From an optimization exercise on the open Yosys and OpenROAD flow, aimed at small area, a short achievable clock period and few clock cycles per item; shortcuts taken in it are not production practice.
RTL that was checked went through simulation tests only; none was proved equivalent to the original.
Power is estimated from default activity; no workload was simulated.

==> flow/design.v <==
package srct_pkg;
    localparam int SLOTS = 8;
    localparam int IDX_W = (SLOTS > 1) ? $clog2(SLOTS) : 1;
    localparam logic KIND_CHECK   = 1'b0;
    localparam logic KIND_RESTORE = 1'b1;
endpackage
module session_replay_counter_table (
    input  logic        i_clk,
    input  logic        i_rst_n,
    input  logic        i_in_valid,
    output logic        o_in_ready,
    input  logic        i_in_kind,
    input  logic [31:0] i_in_sess,
    input  logic [31:0] i_in_counter,
    output logic        o_out_valid,
    input  logic        i_out_ready,
    output logic        o_out_accepted
);
    localparam int SLOTS = srct_pkg::SLOTS;
    localparam int NB    = 4;   
    logic [SLOTS-1:0] r_valid;
    logic [31:0]      r_sess [SLOTS];
    logic [31:0]      r_ctr  [SLOTS];
    logic             r_v1;
    logic             r_kind1;
    logic [31:0]      r_sess1;
    logic [31:0]      r_c1;
    logic             r_v2;       
    logic [SLOTS-1:0] r_sel2;     
    logic             r_any2;     
    logic             r_force2;   
    logic [31:0]      r_c2;       
    logic             r_v3;
    logic [SLOTS-1:0] r_sel3;
    logic             r_any3;
    logic             r_force3;
    logic [31:0]      r_c3;
    logic [NB-1:0]    r_gb3;      
    logic [NB-1:0]    r_eb3;      
    logic [NB-1:0]    r_gf3;      
    logic [NB-1:0]    r_ef3;      
    logic             r_same3;    
    logic             r_wr4;      
    logic [2:0]       r_qcnt;
    logic [4:0]       r_qacc;
    logic             r_ovalid;   
    logic             r_ready;
    logic [2:0]       r_occ;      
    logic [SLOTS-1:0] w_hit;
    logic [SLOTS-1:0] w_first_free;
    logic [SLOTS-1:0] w_sel;
    logic             w_any_hit;
    logic             w_seen_free;
    logic             w_cnz;
    logic             w_take;
    logic             w_alloc;
    logic [31:0]      w_hctr;
    logic [NB-1:0]    w_gb;
    logic [NB-1:0]    w_eb;
    logic [NB-1:0]    w_gf;
    logic [NB-1:0]    w_ef;
    logic [NB-1:0]    w_g3;
    logic [NB-1:0]    w_e3;
    logic             w_gt;
    logic             w_wr3;
    logic             w_acc3;
    logic             w_pop;
    assign w_take = i_in_valid && r_ready;
    assign w_cnz  = (r_c1 != 32'd0);
    always_comb begin
        w_seen_free = 1'b0;
        for (int i = 0; i < SLOTS; i++) begin
            w_hit[i]        = r_valid[i] && (r_sess[i] == r_sess1);
            w_first_free[i] = !r_valid[i] && !w_seen_free;
            w_seen_free     = w_seen_free || !r_valid[i];
        end
        w_any_hit = |w_hit;
        w_alloc   = w_cnz && !w_any_hit && w_seen_free;
        w_sel     = w_any_hit ? w_hit : (w_first_free & {SLOTS{w_alloc}});
    end
    function automatic logic [1:0] cmp8(input logic [7:0] a, input logic [7:0] b);
        logic [7:0] g;
        logic [7:0] l;
        g = a & ~b;
        l = ~a & b;
        for (int w = 1; w < 8; w = w * 2) begin
            for (int k = 0; k < 8; k = k + 2 * w) begin
                g[k] = g[k + w] | (~l[k + w] & g[k]);
                l[k] = l[k + w] | (~g[k + w] & l[k]);
            end
        end
        cmp8 = {g[0], !(g[0] || l[0])};
    endfunction
    always_comb begin
        w_hctr = '0;
        for (int i = 0; i < SLOTS; i++)
            if (r_sel2[i]) w_hctr = w_hctr | r_ctr[i];
        for (int b = 0; b < NB; b++) begin
            {w_gb[b], w_eb[b]} = cmp8(r_c2[8*b +: 8], w_hctr[8*b +: 8]);
            {w_gf[b], w_ef[b]} = cmp8(r_c2[8*b +: 8], r_c3[8*b +: 8]);
        end
    end
    always_comb begin
        if (r_same3 && r_wr4) begin
            w_g3 = r_gf3;
            w_e3 = r_ef3;
        end else begin
            w_g3 = r_gb3;
            w_e3 = r_eb3;
        end
        w_gt = w_g3[3] ||
               (w_e3[3] && (w_g3[2] ||
                            (w_e3[2] && (w_g3[1] ||
                                         (w_e3[1] && w_g3[0])))));
        w_wr3  = r_force3 || w_gt;
        w_acc3 = r_any3 && w_wr3;
    end
    always_ff @(posedge i_clk) begin
        for (int i = 0; i < SLOTS; i++) begin
            if (!r_valid[i])               r_sess[i] <= r_sess1;
            if (r_sel3[i] && w_wr3)        r_ctr[i]  <= r_c3;
        end
        r_kind1  <= i_in_kind;
        r_sess1  <= i_in_sess;
        r_c1     <= i_in_counter;
        r_c2     <= r_c1;
        r_force2 <= w_alloc || (r_kind1 && w_cnz);
        r_c3     <= r_c2;
        r_force3 <= r_force2;
        r_gb3    <= w_gb;
        r_eb3    <= w_eb;
        r_gf3    <= w_gf;
        r_ef3    <= w_ef;
        r_same3  <= |(r_sel2 & r_sel3);
        r_wr4    <= w_wr3;
    end
    logic [4:0] n_qacc;
    logic [2:0] n_qcnt;
    always_comb begin
        n_qacc = r_qacc;
        n_qcnt = r_qcnt;
        if (w_pop) begin
            n_qacc = {1'b0, r_qacc[4:1]};
            n_qcnt = n_qcnt - 3'd1;
        end
        if (r_v3) begin
            n_qacc[n_qcnt] = w_acc3;
            n_qcnt              = n_qcnt + 3'd1;
        end
    end
    assign w_pop = r_ovalid && i_out_ready;
    always_ff @(posedge i_clk) begin
        if (!i_rst_n) begin
            r_valid  <= '0;
            r_v1     <= 1'b0;
            r_v2     <= 1'b0;
            r_sel2   <= '0;
            r_any2   <= 1'b0;
            r_v3     <= 1'b0;
            r_sel3   <= '0;
            r_any3   <= 1'b0;
            r_qcnt   <= 3'd0;
            r_ovalid <= 1'b0;
            r_ready  <= 1'b1;
            r_occ    <= 3'd0;
        end else begin
            r_valid  <= r_valid | (w_first_free & {SLOTS{r_v1 && w_alloc}});
            r_v1     <= w_take;
            r_v2     <= r_v1;
            r_sel2   <= w_sel & {SLOTS{r_v1}};
            r_any2   <= r_v1 && (w_any_hit || w_alloc);
            r_v3     <= r_v2;
            r_sel3   <= r_sel2;
            r_any3   <= r_any2;
            r_qcnt   <= n_qcnt;
            r_ovalid <= (n_qcnt != 3'd0);
            if (w_take && !w_pop) begin
                r_occ   <= r_occ + 3'd1;
                r_ready <= (r_occ < 3'd4);
            end else if (!w_take && w_pop) begin
                r_occ   <= r_occ - 3'd1;
                r_ready <= 1'b1;
            end else begin
                r_ready <= (r_occ < 3'd5);
            end
        end
        r_qacc <= n_qacc;
    end
    assign o_in_ready     = r_ready;
    assign o_out_valid    = r_ovalid;
    assign o_out_accepted = r_qacc[0];
endmodule
Settings: LEC_CHECK=0, CAP_MARGIN=20, CORE_MARGIN=2, CORE_UTILIZATION=70, CTS_CLUSTER_DIAMETER=80, CTS_CLUSTER_SIZE=20, SETUP_SLACK_MARGIN=3.4, SLEW_MARGIN=20; clock period 6.0 ns.
run.sh (not shown) runs the stock make flow with config.mk's settings and CLKGATE_MAP_FILE= SYNTH_SCRIPT=/design/flow/synth_recipe.tcl, a recipe that flattens the netlist after the stock synthesis.
Testbench counts at the start, summed over its fixed seeds: cycles 3,232, items 3,200.
Change:
--- a/flow/design.v
+++ b/flow/design.v
@@ -115,11 +115,11 @@
         w_wr3  = r_force3 || w_gt;
         w_acc3 = r_any3 && w_wr3;
     end
     always_ff @(posedge i_clk) begin
         for (int i = 0; i < SLOTS; i++) begin
-            if (!r_valid[i])               r_sess[i] <= r_sess1;
+            if (w_first_free[i])           r_sess[i] <= r_sess1;
             if (r_sel3[i] && w_wr3)        r_ctr[i]  <= r_c3;
         end
         r_kind1  <= i_in_kind;
         r_sess1  <= i_in_sess;
         r_c1     <= i_in_counter;
Effect: Sequential share of layout area went down by 0.12 points; combinational power is lower by about 2%; total power came out lower by about 2.1%; design area rose by about 0.5%; global-route usage rises by 0.62 points; clock-buffer cell count is unchanged; setup slack got worse by 0.020 ns; fmax goes down by about 0.8%; utilization grows by 0.94 points; via count falls by 0.41%.
Testbench counts after the change, summed over its fixed seeds: cycles 3,232, items 3,200.

the baseline:
RTL: the design.v shown in full above, as it stands there.
clock: 6.0 ns
lec_check: 0
cap_margin: 20
core_margin: 2
core_utilization: 65
cts_cluster_diameter: 100
cts_cluster_size: 25
setup_slack_margin: 3.8
slew_margin: 20
Testbench counts of the baseline, summed over its fixed seeds: cycles 3,232, items 3,200.
Edits applied to the flow inputs when going from the baseline to the candidate:
--- a/flow/design.v
+++ b/flow/design.v
@@ -35,10 +35,8 @@
     logic             r_any3;
     logic             r_force3;
     logic [31:0]      r_c3;
-    logic [NB-1:0]    r_gb3;      
-    logic [NB-1:0]    r_eb3;      
-    logic [NB-1:0]    r_gf3;      
-    logic [NB-1:0]    r_ef3;      
+    logic             r_gtb3;     
+    logic             r_gtf3;     
     logic             r_same3;    
     logic             r_wr4;      
     logic [2:0]       r_qcnt;
@@ -59,8 +57,8 @@
     logic [NB-1:0]    w_eb;
     logic [NB-1:0]    w_gf;
     logic [NB-1:0]    w_ef;
-    logic [NB-1:0]    w_g3;
-    logic [NB-1:0]    w_e3;
+    logic             w_gtb;
+    logic             w_gtf;
     logic             w_gt;
     logic             w_wr3;
     logic             w_acc3;
@@ -99,19 +97,15 @@
             {w_gb[b], w_eb[b]} = cmp8(r_c2[8*b +: 8], w_hctr[8*b +: 8]);
             {w_gf[b], w_ef[b]} = cmp8(r_c2[8*b +: 8], r_c3[8*b +: 8]);
         end
+        w_gtb = w_gb[0];
+        w_gtf = w_gf[0];
+        for (int b = 1; b < NB; b++) begin
+            w_gtb = w_gb[b] || (w_eb[b] && w_gtb);
+            w_gtf = w_gf[b] || (w_ef[b] && w_gtf);
+        end
     end
     always_comb begin
-        if (r_same3 && r_wr4) begin
-            w_g3 = r_gf3;
-            w_e3 = r_ef3;
-        end else begin
-            w_g3 = r_gb3;
-            w_e3 = r_eb3;
-        end
-        w_gt = w_g3[3] ||
-               (w_e3[3] && (w_g3[2] ||
-                            (w_e3[2] && (w_g3[1] ||
-                                         (w_e3[1] && w_g3[0])))));
+        w_gt   = (r_same3 && r_wr4) ? r_gtf3 : r_gtb3;
         w_wr3  = r_force3 || w_gt;
         w_acc3 = r_any3 && w_wr3;
     end
@@ -127,10 +121,8 @@
         r_force2 <= w_alloc || (r_kind1 && w_cnz);
         r_c3     <= r_c2;
         r_force3 <= r_force2;
-        r_gb3    <= w_gb;
-        r_eb3    <= w_eb;
-        r_gf3    <= w_gf;
-        r_ef3    <= w_ef;
+        r_gtb3   <= w_gtb;
+        r_gtf3   <= w_gtf;
         r_same3  <= |(r_sel2 & r_sel3);
         r_wr4    <= w_wr3;
     end
## What came out
Worst slack on hold paths: higher on the candidate. STATUS time the final worst path needs with I/O delays and setup: the candidate loses against the baseline. The candidate and the baseline ended up with roughly the same instance count after placement with tap cells included. The candidate vs. the baseline: clock net sink count shows a reduction of 12; count of non-CTS inverters in the layout shows an increase of 3.8%; via count shows an increase of 1.4%. From the baseline to the candidate, setup TNS after final layout did not move at all. From the baseline to the candidate the numbers moved as follows: met3 layer wire length in the routed design increased by 1.3 mm relative to the old numbers; clock-cell share of area has decreased; wire length now sits lower. Delta(global-route wire length before repair, the candidate - the baseline) > 0. The candidate: sequential group share of total power is 1.2 points higher than what the baseline reported. Taking the baseline as the reference, in the candidate routed wirelength normalized by instance count saw a decrease; wire length on met1 saw an increase.
Function not checked in the candidate: the RTL went through the layout flow alone.

re-timing with driven ports:
How much do the figures lean on ideal ports? The routed layouts below were timed once more, with nothing changed but the port constraints. Step 1, drivers: a clkbuf_16 drives i_clk and a buf_2 each remaining input, both assumed. Step 2 also shifts input and output timing later by t, the mid clock arrival at the registers, as if the neighbouring blocks saw the same clock. a / b / c = ideal / step 1 / step 2; a / b = the first two.
| run | t, ns | setup slack, ns | latest minus earliest clock arrival (ns) |
|---|---|---|---|
| the first run of note 1 | 0.627 | 3.376 / 3.376 / 2.845 | 0.042 / 0.042 |
| the second run of note 1 | 0.617 | 3.355 / 3.355 / 2.902 | 0.029 / 0.029 |
| the baseline | 0.624 | 3.756 / 3.703 / 3.260 | 0.030 / 0.030 |
| the candidate | 0.667 | 3.261 / 3.261 / 3.245 | 0.023 / 0.023 |
After both steps setup and hold are still met in every run listed. For the first run of note 1, which loses most, drivers alone change the setup slack by 0.000 ns; drivers and shift together by -0.531 ns.
